From an optimization exercise on the open Yosys and OpenROAD flow, aimed at small area, a short achievable clock period and few clock cycles per item; shortcuts taken in it are not production practice. The RTL was checked by simulation tests, not by an equivalence proof against the original design.

==> run B: inputs <==
// depth_to_point_cloud
module depth_to_point_cloud #(
  parameter int MAX_COLS = d2pc_pkg::DEFAULT_MAX_COLS,
  parameter int MAX_ROWS = d2pc_pkg::DEFAULT_MAX_ROWS
) (
  input  logic                                clk,
  input  logic                                rst,
  input  logic                                in_valid,
  output logic                                in_stall,
  input  logic [d2pc_pkg::DEPTH_W-1:0]        depth_value,
  input  logic [d2pc_pkg::COLOR_W-1:0]        red_or_grey,
  input  logic [d2pc_pkg::COLOR_W-1:0]        green_byte,
  input  logic [d2pc_pkg::COLOR_W-1:0]        blue_byte,
  output logic                                out_valid,
  input  logic                                out_stall,
  output logic signed [d2pc_pkg::COORD_W-1:0] point_x,
  output logic signed [d2pc_pkg::COORD_W-1:0] point_y,
  output logic [d2pc_pkg::DEPTH_W-1:0]        point_z,
  output logic                                point_valid,
  output logic [d2pc_pkg::COLOR_W-1:0]        out_red,
  output logic [d2pc_pkg::COLOR_W-1:0]        out_green,
  output logic [d2pc_pkg::COLOR_W-1:0]        out_blue,
  output logic                                frame_end,
  output logic                                frame_dense,
  input  logic                                cfg_valid,
  output logic                                cfg_ready,
  input  logic [d2pc_pkg::CFG_IDX_W-1:0]      cfg_index,
  input  logic [d2pc_pkg::CFG_DATA_W-1:0]     cfg_data
);
Settings: LEC_CHECK=0, CAP_MARGIN=20, CORE_MARGIN=2, CORE_UTILIZATION=65, PLACE_DENSITY=0.8, SETUP_SLACK_MARGIN=4.5, SLEW_MARGIN=20; clock period 9.0 ns.
run.sh (not shown) runs the stock make flow with config.mk's settings and CLKGATE_MAP_FILE= SYNTH_SCRIPT=/design/flow/synth_recipe.tcl, a recipe that flattens the netlist after the stock synthesis.
==> inputs of run A, as changes to run B <==
==> flow/config.mk (replaced) <==
export PLATFORM = sky130hd
export DESIGN_NAME = depth_to_point_cloud
export DESIGN_NICKNAME = depth_to_point_cloud
export VERILOG_FILES = /design/flow/design.v
export SDC_FILE = /design/flow/constraint.sdc
export NUM_CORES = 4
export LEC_CHECK = 0
export CAP_MARGIN = 20
export CORE_MARGIN = 2
export CORE_UTILIZATION = 45
export PLACE_DENSITY = 0.6
export SETUP_SLACK_MARGIN = 4.5
export SLEW_MARGIN = 20
==> inputs of run Y, as changes to run B <==
--- a/flow/design.v
+++ b/flow/design.v
@@ -96,64 +96,53 @@
       end
     endcase
   end
   always_ff @(posedge clk) begin
     if (rst) begin
       col_count    <= '0;
       row_count    <= '0;
-      col_zero     <= 1'b1;
-      row_zero     <= 1'b1;
       dense_so_far <= 1'b1;
     end else if (accept) begin
       if (frame_last) begin
         col_count    <= '0;
         row_count    <= '0;
-        col_zero     <= 1'b1;
-        row_zero     <= 1'b1;
         dense_so_far <= 1'b1;
       end else if (row_last) begin
         col_count    <= '0;
         row_count    <= row_count + POS_W'(1);
-        col_zero     <= 1'b1;
-        row_zero     <= 1'b0;
         dense_so_far <= pix_valid & dense_so_far;
       end else begin
         col_count    <= col_count + POS_W'(1);
-        col_zero     <= 1'b0;
         dense_so_far <= pix_valid & dense_so_far;
       end
     end
   end
   assign x_off = {1'b0, col_count, 1'b0} - {2'b0, cols_m1};
   assign y_off = {1'b0, row_count, 1'b0} - {2'b0, rows_m1};
   always_ff @(posedge clk) begin
     if (rst) begin
-      req       <= 1'b0;
-      busy      <= 1'b0;
-      eng_first <= 1'b0;
-      fresh     <= 1'b1;
+      req     <= 1'b0;
+      busy    <= 1'b0;
+      fresh   <= 1'b1;
       bit_idx <= '0;
       x_bit   <= 1'b0;
       y_bit   <= 1'b0;
     end else begin
       if (recalc || anomaly) begin
-        req       <= 1'b1;
-        busy      <= 1'b0;
-        eng_first <= 1'b0;
+        req  <= 1'b1;
+        busy <= 1'b0;
       end else if (req) begin
         if (!s1_valid) begin
-          req       <= 1'b0;
-          busy      <= 1'b1;
-          eng_first <= 1'b1;
+          req     <= 1'b0;
+          busy    <= 1'b1;
           bit_idx <= 4'(MAG_W);
           x_bit   <= x_off[MAG_W];
           y_bit   <= y_off[MAG_W];
         end
       end else if (busy) begin
-        eng_first <= 1'b0;
         if (bit_idx == '0) begin
           busy <= 1'b0;
         end else begin
           x_bit <= x_off[bit_idx - 4'd1];
           y_bit <= y_off[bit_idx - 4'd1];
         end
         bit_idx <= bit_idx - 4'd1;
@@ -162,15 +151,18 @@
         fresh <= 1'b1;
       end else if (accept) begin
         fresh <= 1'b0;
       end
     end
   end
   assign busy_any  = req | busy;
-  assign eng_shift = busy & ~eng_first;
+  assign eng_first = busy && bit_idx == 4'(MAG_W);
+  assign eng_shift = busy && bit_idx != 4'(MAG_W);
+  assign col_zero  = col_count == '0;
+  assign row_zero  = row_count == '0;
   d2pc_queue u_track_x (
     .clk       (clk),
     .rst       (rst),
     .rst_value (RST_SCALE_X),
     .inv_focal (inv_focal),
     .load      (busy | (accept & ~fresh)),
     .flip      (col_zero),
@@ -206,42 +198,14 @@
   output logic [d2pc_pkg::SCALE_W-1:0] scale
 );
   logic [SCALE_W-1:0] a;
   logic [SCALE_W-1:0] b;
   logic               cin;
   logic [SCALE_W-1:0] f_ext;
   assign f_ext = SCALE_W'(inv_focal);
-  function automatic logic [SCALE_W-1:0] add_c(
-    input logic [SCALE_W-1:0] x,
-    input logic [SCALE_W-1:0] y,
-    input logic           cin
-  );
-    logic [SCALE_W-1:0] g;
-    logic [SCALE_W-1:0] p;
-    logic [SCALE_W-1:0] gg;
-    logic [SCALE_W-1:0] pp;
-    g  = x & y;
-    p  = x ^ y;
-    gg = g;
-    pp = p;
-    gg[0] = g[0] | (p[0] & cin);
-    for (int d = 1; d < SCALE_W; d = d * 2) begin
-      for (int i = 2 * d - 1; i < SCALE_W; i = i + 2 * d) begin
-        gg[i] = gg[i] | (pp[i] & gg[i - d]);
-        pp[i] = pp[i] & pp[i - d];
-      end
-    end
-    for (int d = 32; d >= 1; d = d / 2) begin
-      for (int i = 3 * d - 1; i < SCALE_W; i = i + 2 * d) begin
-        gg[i] = gg[i] | (pp[i] & gg[i - d]);
-        pp[i] = pp[i] & pp[i - d];
-      end
-    end
-    add_c = p ^ {gg[SCALE_W-2:0], cin};
-  endfunction
   always_comb begin
     if (first) begin
       a   = '0;
       b   = bit_in ? ~f_ext : '0;
       cin = bit_in;
     end else if (shift) begin
       a   = {scale[SCALE_W-2:0], 1'b0};
@@ -257,15 +221,15 @@
       cin = 1'b0;
     end
   end
   always_ff @(posedge clk) begin
     if (rst) begin
       scale <= rst_value;
     end else if (load) begin
-      scale <= add_c(a, b, cin);
+      scale <= a + b + SCALE_W'(cin);
     end
   end
 endmodule
 import d2pc_pkg::*;
 module d2pc_back (
   input  logic                                clk,
   input  logic                                rst,
@@ -350,46 +314,18 @@
     l2[4*PROD_W +: 2*PROD_W] = l1[6*PROD_W +: 2*PROD_W];
     l3[0*PROD_W +: 2*PROD_W] = csa(l2[0*PROD_W +: PROD_W], l2[1*PROD_W +: PROD_W], l2[2*PROD_W +: PROD_W]);
     l3[2*PROD_W +: 2*PROD_W] = csa(l2[3*PROD_W +: PROD_W], l2[4*PROD_W +: PROD_W], l2[5*PROD_W +: PROD_W]);
     l4[0*PROD_W +: 2*PROD_W] = csa(l3[0*PROD_W +: PROD_W], l3[1*PROD_W +: PROD_W], l3[2*PROD_W +: PROD_W]);
     l4[2*PROD_W +: PROD_W]   = l3[3*PROD_W +: PROD_W];
     reduce = csa(l4[0*PROD_W +: PROD_W], l4[1*PROD_W +: PROD_W], l4[2*PROD_W +: PROD_W]);
   endfunction
-  function automatic logic [PROD_W-1:0] cpa(
-    input logic [PROD_W-1:0] x,
-    input logic [PROD_W-1:0] y,
-    input logic           cin
-  );
-    logic [PROD_W-1:0] g;
-    logic [PROD_W-1:0] p;
-    logic [PROD_W-1:0] gg;
-    logic [PROD_W-1:0] pp;
-    g  = x & y;
-    p  = x ^ y;
-    gg = g;
-    pp = p;
-    gg[0] = g[0] | (p[0] & cin);
-    for (int d = 1; d < PROD_W; d = d * 2) begin
-      for (int i = 2 * d - 1; i < PROD_W; i = i + 2 * d) begin
-        gg[i] = gg[i] | (pp[i] & gg[i - d]);
-        pp[i] = pp[i] & pp[i - d];
-      end
-    end
-    for (int d = 32; d >= 1; d = d / 2) begin
-      for (int i = 3 * d - 1; i < PROD_W; i = i + 2 * d) begin
-        gg[i] = gg[i] | (pp[i] & gg[i - d]);
-        pp[i] = pp[i] & pp[i - d];
-      end
-    end
-    cpa = p ^ {gg[PROD_W-2:0], cin};
-  endfunction
   function automatic logic [COORD_W-1:0] finish(input logic [2*PROD_W-1:0] sc);
     logic [PROD_W-1:0]        sum;
     logic signed [QUO_W-1:0]  quo;
-    sum = cpa(sc[PROD_W-1:0], sc[2*PROD_W-1:PROD_W], 1'b0);
+    sum = sc[PROD_W-1:0] + sc[2*PROD_W-1:PROD_W];
     quo = sum[PROD_W-1:FRAC_SH];
     if (quo[QUO_W-1:COORD_W-1] == '0 || quo[QUO_W-1:COORD_W-1] == '1) begin
       finish = quo[COORD_W-1:0];
     end else begin
       finish = {quo[QUO_W-1], {(COORD_W-1){~quo[QUO_W-1]}}};
     end
   endfunction
==> flow/config.mk (replaced) <==
export PLATFORM = sky130hd
export DESIGN_NAME = depth_to_point_cloud
export DESIGN_NICKNAME = depth_to_point_cloud
export VERILOG_FILES = /design/flow/design.v
export SDC_FILE = /design/flow/constraint.sdc
export NUM_CORES = 4
export LEC_CHECK = 0
export CAP_MARGIN = 20
export CORE_MARGIN = 2
export CORE_UTILIZATION = 45
export PLACE_DENSITY = 0.6
export SLEW_MARGIN = 20
==> qor summary <==
                                                             run A       run B       run Y
Result of the run                         timing/DRC/antenna clean  timing/DRC/antenna clean  timing/DRC/antenna clean
Instance count of the mapped netlist                         6,792       6,792       7,122
Compound-Gate Fraction of Synth Area                         0.148       0.148       0.170
Flops & latches, synth                                         626         626         623
Placeable core area                                      0.147 mm2   0.102 mm2   0.150 mm2
Mean instance size in the synthesized netlist             9.79 um2    9.79 um2    9.50 um2
Final GP Congestion                                          0.873       0.959       0.913
Non-clock inverter total of the final layout                   949         949         841
All-Layer GR Usage                                           0.266       0.374       0.262
Sinks on the clock net                                         626         626         623
Count of cell instances traversed by the critical path          11          16          19
Met1 track demand over resource in global routing            0.351       0.465       0.352
Met2 wirelength from detailed routing                    94,000 um   90,500 um   90,800 um
Testbench counts of run B, summed over its fixed seeds: cycles 24,696, items 24,576.
Testbench counts of run A, summed over its fixed seeds: cycles 24,696, items 24,576.
Testbench counts of run Y, summed over its fixed seeds: cycles 24,696, items 24,576.

==> inputs of exp/indigo <==
depth_to_point_cloud, a different RTL version from the one above (not shown whole).
Settings: LEC_CHECK=0, CAP_MARGIN=20, CORE_MARGIN=2, CORE_UTILIZATION=65, PLACE_DENSITY=0.8, SETUP_SLACK_MARGIN=4.5, SLEW_MARGIN=20; clock period 9.0 ns.
==> inputs of exp/tundra, as changes to exp/indigo <==
--- a/flow/design.v
+++ b/flow/design.v
@@ -95,83 +95,75 @@
         sel_blue  = '0;
       end
     endcase
   end
   always_ff @(posedge clk) begin
     if (rst) begin
       col_count    <= '0;
       row_count    <= '0;
-      col_zero     <= 1'b1;
-      row_zero     <= 1'b1;
       dense_so_far <= 1'b1;
     end else if (accept) begin
       if (frame_last) begin
         col_count    <= '0;
         row_count    <= '0;
-        col_zero     <= 1'b1;
-        row_zero     <= 1'b1;
         dense_so_far <= 1'b1;
       end else if (row_last) begin
         col_count    <= '0;
         row_count    <= row_count + POS_W'(1);
-        col_zero     <= 1'b1;
-        row_zero     <= 1'b0;
         dense_so_far <= pix_valid & dense_so_far;
       end else begin
         col_count    <= col_count + POS_W'(1);
-        col_zero     <= 1'b0;
         dense_so_far <= pix_valid & dense_so_far;
       end
     end
   end
   assign x_off = {1'b0, col_count, 1'b0} - {2'b0, cols_m1};
   assign y_off = {1'b0, row_count, 1'b0} - {2'b0, rows_m1};
   always_ff @(posedge clk) begin
     if (rst) begin
-      req       <= 1'b0;
-      busy      <= 1'b0;
-      eng_first <= 1'b0;
-      fresh     <= 1'b1;
+      req     <= 1'b0;
+      busy    <= 1'b0;
+      fresh   <= 1'b1;
       bit_idx <= '0;
       x_bit   <= 1'b0;
       y_bit   <= 1'b0;
     end else begin
       if (recalc || anomaly) begin
-        req       <= 1'b1;
-        busy      <= 1'b0;
-        eng_first <= 1'b0;
+        req  <= 1'b1;
+        busy <= 1'b0;
       end else if (req) begin
         if (!s1_valid) begin
-          req       <= 1'b0;
-          busy      <= 1'b1;
-          eng_first <= 1'b1;
+          req     <= 1'b0;
+          busy    <= 1'b1;
           bit_idx <= 4'(MAG_W);
           x_bit   <= x_off[MAG_W];
           y_bit   <= y_off[MAG_W];
         end
       end else if (busy) begin
-        eng_first <= 1'b0;
         if (bit_idx == '0) begin
           busy <= 1'b0;
         end else begin
           x_bit <= x_off[bit_idx - 4'd1];
           y_bit <= y_off[bit_idx - 4'd1];
         end
         bit_idx <= bit_idx - 4'd1;
       end
       if (busy && bit_idx == '0) begin
         fresh <= 1'b1;
       end else if (accept) begin
         fresh <= 1'b0;
       end
     end
   end
   assign busy_any  = req | busy;
-  assign eng_shift = busy & ~eng_first;
+  assign eng_first = busy && bit_idx == 4'(MAG_W);
+  assign eng_shift = busy && bit_idx != 4'(MAG_W);
+  assign col_zero  = col_count == '0;
+  assign row_zero  = row_count == '0;
   d2pc_queue u_track_x (
     .clk       (clk),
     .rst       (rst),
     .rst_value (RST_SCALE_X),
     .inv_focal (inv_focal),
     .load      (busy | (accept & ~fresh)),
     .flip      (col_zero),
     .first     (eng_first),
@@ -205,44 +197,16 @@
   input  logic                         bit_in,
   output logic [d2pc_pkg::SCALE_W-1:0] scale
 );
   logic [SCALE_W-1:0] a;
   logic [SCALE_W-1:0] b;
   logic               cin;
   logic [SCALE_W-1:0] f_ext;
   assign f_ext = SCALE_W'(inv_focal);
-  function automatic logic [SCALE_W-1:0] add_c(
-    input logic [SCALE_W-1:0] x,
-    input logic [SCALE_W-1:0] y,
-    input logic           cin
-  );
-    logic [SCALE_W-1:0] g;
-    logic [SCALE_W-1:0] p;
-    logic [SCALE_W-1:0] gg;
-    logic [SCALE_W-1:0] pp;
-    g  = x & y;
-    p  = x ^ y;
-    gg = g;
-    pp = p;
-    gg[0] = g[0] | (p[0] & cin);
-    for (int d = 1; d < SCALE_W; d = d * 2) begin
-      for (int i = 2 * d - 1; i < SCALE_W; i = i + 2 * d) begin
-        gg[i] = gg[i] | (pp[i] & gg[i - d]);
-        pp[i] = pp[i] & pp[i - d];
-      end
-    end
-    for (int d = 32; d >= 1; d = d / 2) begin
-      for (int i = 3 * d - 1; i < SCALE_W; i = i + 2 * d) begin
-        gg[i] = gg[i] | (pp[i] & gg[i - d]);
-        pp[i] = pp[i] & pp[i - d];
-      end
-    end
-    add_c = p ^ {gg[SCALE_W-2:0], cin};
-  endfunction
   always_comb begin
     if (first) begin
       a   = '0;
       b   = bit_in ? ~f_ext : '0;
       cin = bit_in;
     end else if (shift) begin
       a   = {scale[SCALE_W-2:0], 1'b0};
       b   = bit_in ? f_ext : '0;
@@ -256,17 +220,17 @@
       b   = {f_ext[SCALE_W-2:0], 1'b0};
       cin = 1'b0;
     end
   end
   always_ff @(posedge clk) begin
     if (rst) begin
       scale <= rst_value;
     end else if (load) begin
-      scale <= add_c(a, b, cin);
+      scale <= a + b + SCALE_W'(cin);
     end
   end
 endmodule
 import d2pc_pkg::*;
 module d2pc_back (
   input  logic                                clk,
   input  logic                                rst,
   input  logic                                accept,
@@ -349,81 +313,44 @@
     l2[2*PROD_W +: 2*PROD_W] = csa(l1[3*PROD_W +: PROD_W], l1[4*PROD_W +: PROD_W], l1[5*PROD_W +: PROD_W]);
     l2[4*PROD_W +: 2*PROD_W] = l1[6*PROD_W +: 2*PROD_W];
     l3[0*PROD_W +: 2*PROD_W] = csa(l2[0*PROD_W +: PROD_W], l2[1*PROD_W +: PROD_W], l2[2*PROD_W +: PROD_W]);
     l3[2*PROD_W +: 2*PROD_W] = csa(l2[3*PROD_W +: PROD_W], l2[4*PROD_W +: PROD_W], l2[5*PROD_W +: PROD_W]);
     l4[0*PROD_W +: 2*PROD_W] = csa(l3[0*PROD_W +: PROD_W], l3[1*PROD_W +: PROD_W], l3[2*PROD_W +: PROD_W]);
     l4[2*PROD_W +: PROD_W]   = l3[3*PROD_W +: PROD_W];
     reduce = csa(l4[0*PROD_W +: PROD_W], l4[1*PROD_W +: PROD_W], l4[2*PROD_W +: PROD_W]);
   endfunction
-  localparam int LOW_W = 10;
-  localparam int HI_W  = PROD_W - LOW_W;
-  localparam int CS_W  = 2 * HI_W + 1;
-  function automatic logic [CS_W-1:0] fold(input logic [2*PROD_W-1:0] sc);
-    logic [LOW_W:0] low;
-    low  = {1'b0, sc[LOW_W-1:0]} + {1'b0, sc[PROD_W +: LOW_W]};
-    fold = {sc[2*PROD_W-1 -: HI_W], sc[PROD_W-1 -: HI_W], low[LOW_W]};
-  endfunction
-  function automatic logic [HI_W-1:0] cpa(
-    input logic [HI_W-1:0] x,
-    input logic [HI_W-1:0] y,
-    input logic           cin
-  );
-    logic [HI_W-1:0] g;
-    logic [HI_W-1:0] p;
-    logic [HI_W-1:0] gg;
-    logic [HI_W-1:0] pp;
-    g  = x & y;
-    p  = x ^ y;
-    gg = g;
-    pp = p;
-    gg[0] = g[0] | (p[0] & cin);
-    for (int d = 1; d < HI_W; d = d * 2) begin
-      for (int i = 2 * d - 1; i < HI_W; i = i + 2 * d) begin
-        gg[i] = gg[i] | (pp[i] & gg[i - d]);
-        pp[i] = pp[i] & pp[i - d];
-      end
-    end
-    for (int d = 32; d >= 1; d = d / 2) begin
-      for (int i = 3 * d - 1; i < HI_W; i = i + 2 * d) begin
-        gg[i] = gg[i] | (pp[i] & gg[i - d]);
-        pp[i] = pp[i] & pp[i - d];
-      end
-    end
-    cpa = p ^ {gg[HI_W-2:0], cin};
-  endfunction
-  function automatic logic [COORD_W-1:0] finish(input logic [CS_W-1:0] sc);
-    logic [HI_W-1:0]          sum;
+  function automatic logic [COORD_W-1:0] finish(input logic [2*PROD_W-1:0] sc);
+    logic [PROD_W-1:0]        sum;
     logic signed [QUO_W-1:0]  quo;
-    sum = cpa(sc[HI_W:1], sc[CS_W-1 -: HI_W], sc[0]);
-    quo = sum[HI_W-1:FRAC_SH-LOW_W];
+    sum = sc[PROD_W-1:0] + sc[2*PROD_W-1:PROD_W];
+    quo = sum[PROD_W-1:FRAC_SH];
     if (quo[QUO_W-1:COORD_W-1] == '0 || quo[QUO_W-1:COORD_W-1] == '1) begin
       finish = quo[COORD_W-1:0];
     end else begin
       finish = {quo[QUO_W-1], {(COORD_W-1){~quo[QUO_W-1]}}};
     end
   endfunction
   logic [NDIG-1:0]        in_one;
   logic [NDIG-1:0]        in_two;
   logic [NDIG-1:0]        in_neg;
   logic [2*NDIG:0]        d_ext;
-  logic [DEPTH_W-1:0]     in_depth;
   logic [DEPTH_W-1:0] s1_depth;
   logic [NDIG-1:0]    s1_one;
   logic [NDIG-1:0]    s1_two;
   logic [NDIG-1:0]    s1_neg;
   logic               s1_pvalid;
   logic               s1_end;
   logic               s1_dense;
   logic [COLOR_W-1:0] s1_red;
   logic [COLOR_W-1:0] s1_green;
   logic [COLOR_W-1:0] s1_blue;
   logic                     s2_valid;
-  logic [CS_W-1:0]         s2_x;
-  logic [CS_W-1:0]         s2_y;
+  logic [2*PROD_W-1:0]     s2_x;
+  logic [2*PROD_W-1:0]     s2_y;
   logic [DEPTH_W-1:0]       s2_depth;
   logic                     s2_pvalid;
   logic                     s2_end;
   logic                     s2_dense;
   logic [COLOR_W-1:0]       s2_red;
   logic [COLOR_W-1:0]       s2_green;
   logic [COLOR_W-1:0]       s2_blue;
   assign advance = ~(out_valid & out_stall);
@@ -435,58 +362,57 @@
     end else begin
       s1_valid <= accept | (s1_valid & ~advance);
       if (advance) begin
         s2_valid  <= s1_valid;
         out_valid <= s2_valid;
       end
     end
   end
-  assign in_depth = pix_valid ? depth_value : '0;
-  assign d_ext    = {(2*NDIG+1-DEPTH_W-1)'(0), in_depth, 1'b0};
+  assign d_ext = {(2*NDIG+1-DEPTH_W-1)'(0), depth_value, 1'b0};
   always_comb begin
     for (int k = 0; k < NDIG; k++) begin
       in_one[k] = d_ext[2*k+1] ^ d_ext[2*k];
       in_two[k] = (d_ext[2*k+2] & ~d_ext[2*k+1] & ~d_ext[2*k]) |
                   (~d_ext[2*k+2] & d_ext[2*k+1] & d_ext[2*k]);
       in_neg[k] = d_ext[2*k+2];
     end
   end
   always_ff @(posedge clk) begin
     if (accept) begin
-      s1_depth  <= in_depth;
+      s1_depth  <= depth_value;
       s1_one    <= in_one;
       s1_two    <= in_two;
       s1_neg    <= in_neg;
       s1_pvalid <= pix_valid;
       s1_end    <= frame_last;
       s1_dense  <= frame_dense_in;
       s1_red    <= sel_red;
       s1_green  <= sel_green;
       s1_blue   <= sel_blue;
     end
   end
   always_ff @(posedge clk) begin
     if (advance && s1_valid) begin
-      s2_x      <= fold(reduce(booth_rows(s1_one, s1_two, s1_neg, scale_x)));
-      s2_y      <= fold(reduce(booth_rows(s1_one, s1_two, s1_neg, scale_y)));
+      s2_x      <= reduce(booth_rows(s1_one, s1_two, s1_neg, scale_x));
+      s2_y      <= reduce(booth_rows(s1_one, s1_two, s1_neg, scale_y));
       s2_depth  <= s1_depth;
       s2_pvalid <= s1_pvalid;
       s2_end    <= s1_end;
       s2_dense  <= s1_dense;
       s2_red    <= s1_red;
       s2_green  <= s1_green;
       s2_blue   <= s1_blue;
     end
   end
   always_ff @(posedge clk) begin
     if (advance && s2_valid) begin
-      point_x     <= finish(s2_x);
-      point_y     <= finish(s2_y);
-      point_z     <= s2_depth;
+      point_x     <= s2_pvalid ? finish(s2_x) : '0;
+      point_y     <= s2_pvalid ? finish(s2_y) : '0;
+      point_z     <= s2_pvalid ? s2_depth : '0;
       point_valid <= s2_pvalid;
       out_red     <= s2_red;
       out_green   <= s2_green;
       out_blue    <= s2_blue;
       frame_end   <= s2_end;
       frame_dense <= s2_dense;
     end
   end
Settings changed: ABC_CLOCK_PERIOD_IN_PS set to 4500, CORE_UTILIZATION 65 to 45, PLACE_DENSITY 0.8 to 0.6.
==> inputs of exp/fjord, as changes to exp/indigo <==
==> flow/flow/run.sh (new file) <==
#!/bin/bash
# Standard layout, with the port buffers inserted at placement made from the platform's
# plain buffer instead of the delay buffer the resizer would otherwise pick.
set -euo pipefail
bash standard.sh BUFFER_PORTS_ARGS="-buffer_cell sky130_fd_sc_hd__buf_2" finish > standard_flow.log 2>&1
==> flow/standard.sh (new file) <==
#!/bin/bash
# synth_recipe.tcl (not shown) runs the flow's synth.tcl, then flattens the netlist and writes it again
# the make line also repeats each setting of config.mk as NAME=value (left out here)
make -C /OpenROAD-flow-scripts/flow DESIGN_CONFIG=/design/flow/config.mk WORK_HOME=/design/flow/orfs CLKGATE_MAP_FILE= SYNTH_SCRIPT=/design/flow/synth_recipe.tcl "${@:-finish}"
Settings changed: CTS_BUF_LIST set to sky130_fd_sc_hd__clkbuf_4 sky130_fd_sc_hd__clkbuf_8.
removed: flow/run.sh
==> run_results.csv <==
group,metric,value,unit
die,fp.dieArea,102900,µm²
run_status,status,"finished clean",
final_layout,fin_cells,7936,
die,row_count,116,
setup_path,r2r_end,"u_back.point_y[11]",
final_layout,buffers,337,
synth,synth_xor_area_share,13.23,%
sta,finalClockSkew,0.09629,ns
power_and_ir_drop,leakagePower,30.56,nW
final_layout,nFillCells,7141,
synth,synth_area_leaders,"fa_1 (22%), edfxtp_1 (19%), xnor2_1 (9.9%)",
Source of the figures above: exp/fjord

==> run_results.csv <==
group,metric,value,unit
die,fp.dieArea,153500,µm²
synth,synth_area_leaders,"fa_1 (20%), edfxtp_1 (20%), xnor2_1 (8.8%)",
routing,via_count,53290,
die,row_count,142,
sta,relSlewSlack,20.47,%
setup_path,r2r_end,"u_back.s2_y[16]",
sta,finalClockSkew,0.08030,ns
run_status,status,"finished clean",
final_layout,buffers,387,
power_and_ir_drop,leakagePower,30.79,nW
grt,track_usage,27.09,%
final_layout,multi_input_cells,5063,
setup_path,worst_ep_arrival_time,4.82,ns
final_layout,nFillCells,13930,
Source of the figures above: exp/tundra

==> run_results.csv <==
group,metric,value,unit
final_layout,nFillCells,7005,
final_layout,fin_cells,7874,
power_and_ir_drop,leakagePower,30.46,nW
sta,finalClockSkew,0.04568,ns
power_and_ir_drop,clock_power_share,10.8,%
synth,synth_xor_area_share,13.23,%
final_layout,buffers,336,
die,row_count,116,
run_status,status,"finished clean",
final_layout,non_clock_inverter_count,924,
setup_path,r2r_end,"u_back.s2_x[7]",
Source of the figures above: exp/indigo

Testbench counts of exp/indigo, summed over its fixed seeds: cycles 24,696, items 24,576.
Testbench counts of exp/tundra, summed over its fixed seeds: cycles 24,696, items 24,576.
Testbench counts of exp/fjord, summed over its fixed seeds: cycles 24,696, items 24,576.

-- port drivers added, routing unchanged --
The flow's constraints put no driver on any port. The routed layouts listed below were extracted and timed again, unchanged, in two steps. Step 1 (the two cells are an assumption about what drives the block):
set clk [get_ports {clk}]
set_driving_cell -lib_cell sky130_fd_sc_hd__clkbuf_16 $clk
set_driving_cell -lib_cell sky130_fd_sc_hd__buf_2 [delete_from_list [all_inputs] $clk]
Step 2 moves the port delays by t, midway between the first and last clock arrival at a register: inputs arrive t later, outputs are due t later. That takes back most of the time a late clock gives input paths. Slacks: ideal ports / drivers / drivers and shift; pairs: ideal ports / drivers.
run	shift t [ns]	setup slack, ns	worst setup path after step 2	latest minus earliest clock arrival (ns)	worst slew at a driven data input, ns
run B	0.738	4.500 / 4.500 / 4.320	input to register	0.075 / 0.075	0.09
run A	0.794	4.473 / 4.473 / 4.140	input to register	0.057 / 0.057	0.09
run Y	0.775	3.134 / 3.134 / 3.134	register to register	0.070 / 0.070	0.07
exp/indigo	0.752	4.463 / 4.463 / 4.001	input to register	0.052 / 0.052	0.07
exp/tundra	0.792	4.618 / 4.618 / 3.974	input to register	0.087 / 0.087	0.05
exp/fjord	0.865	4.335 / 4.335 / 3.993	input to register	0.098 / 0.097	0.06
After both steps setup and hold are still met in every run listed. For exp/tundra, which loses most, drivers alone change the setup slack by 0.000 ns; drivers and shift together by -0.644 ns.
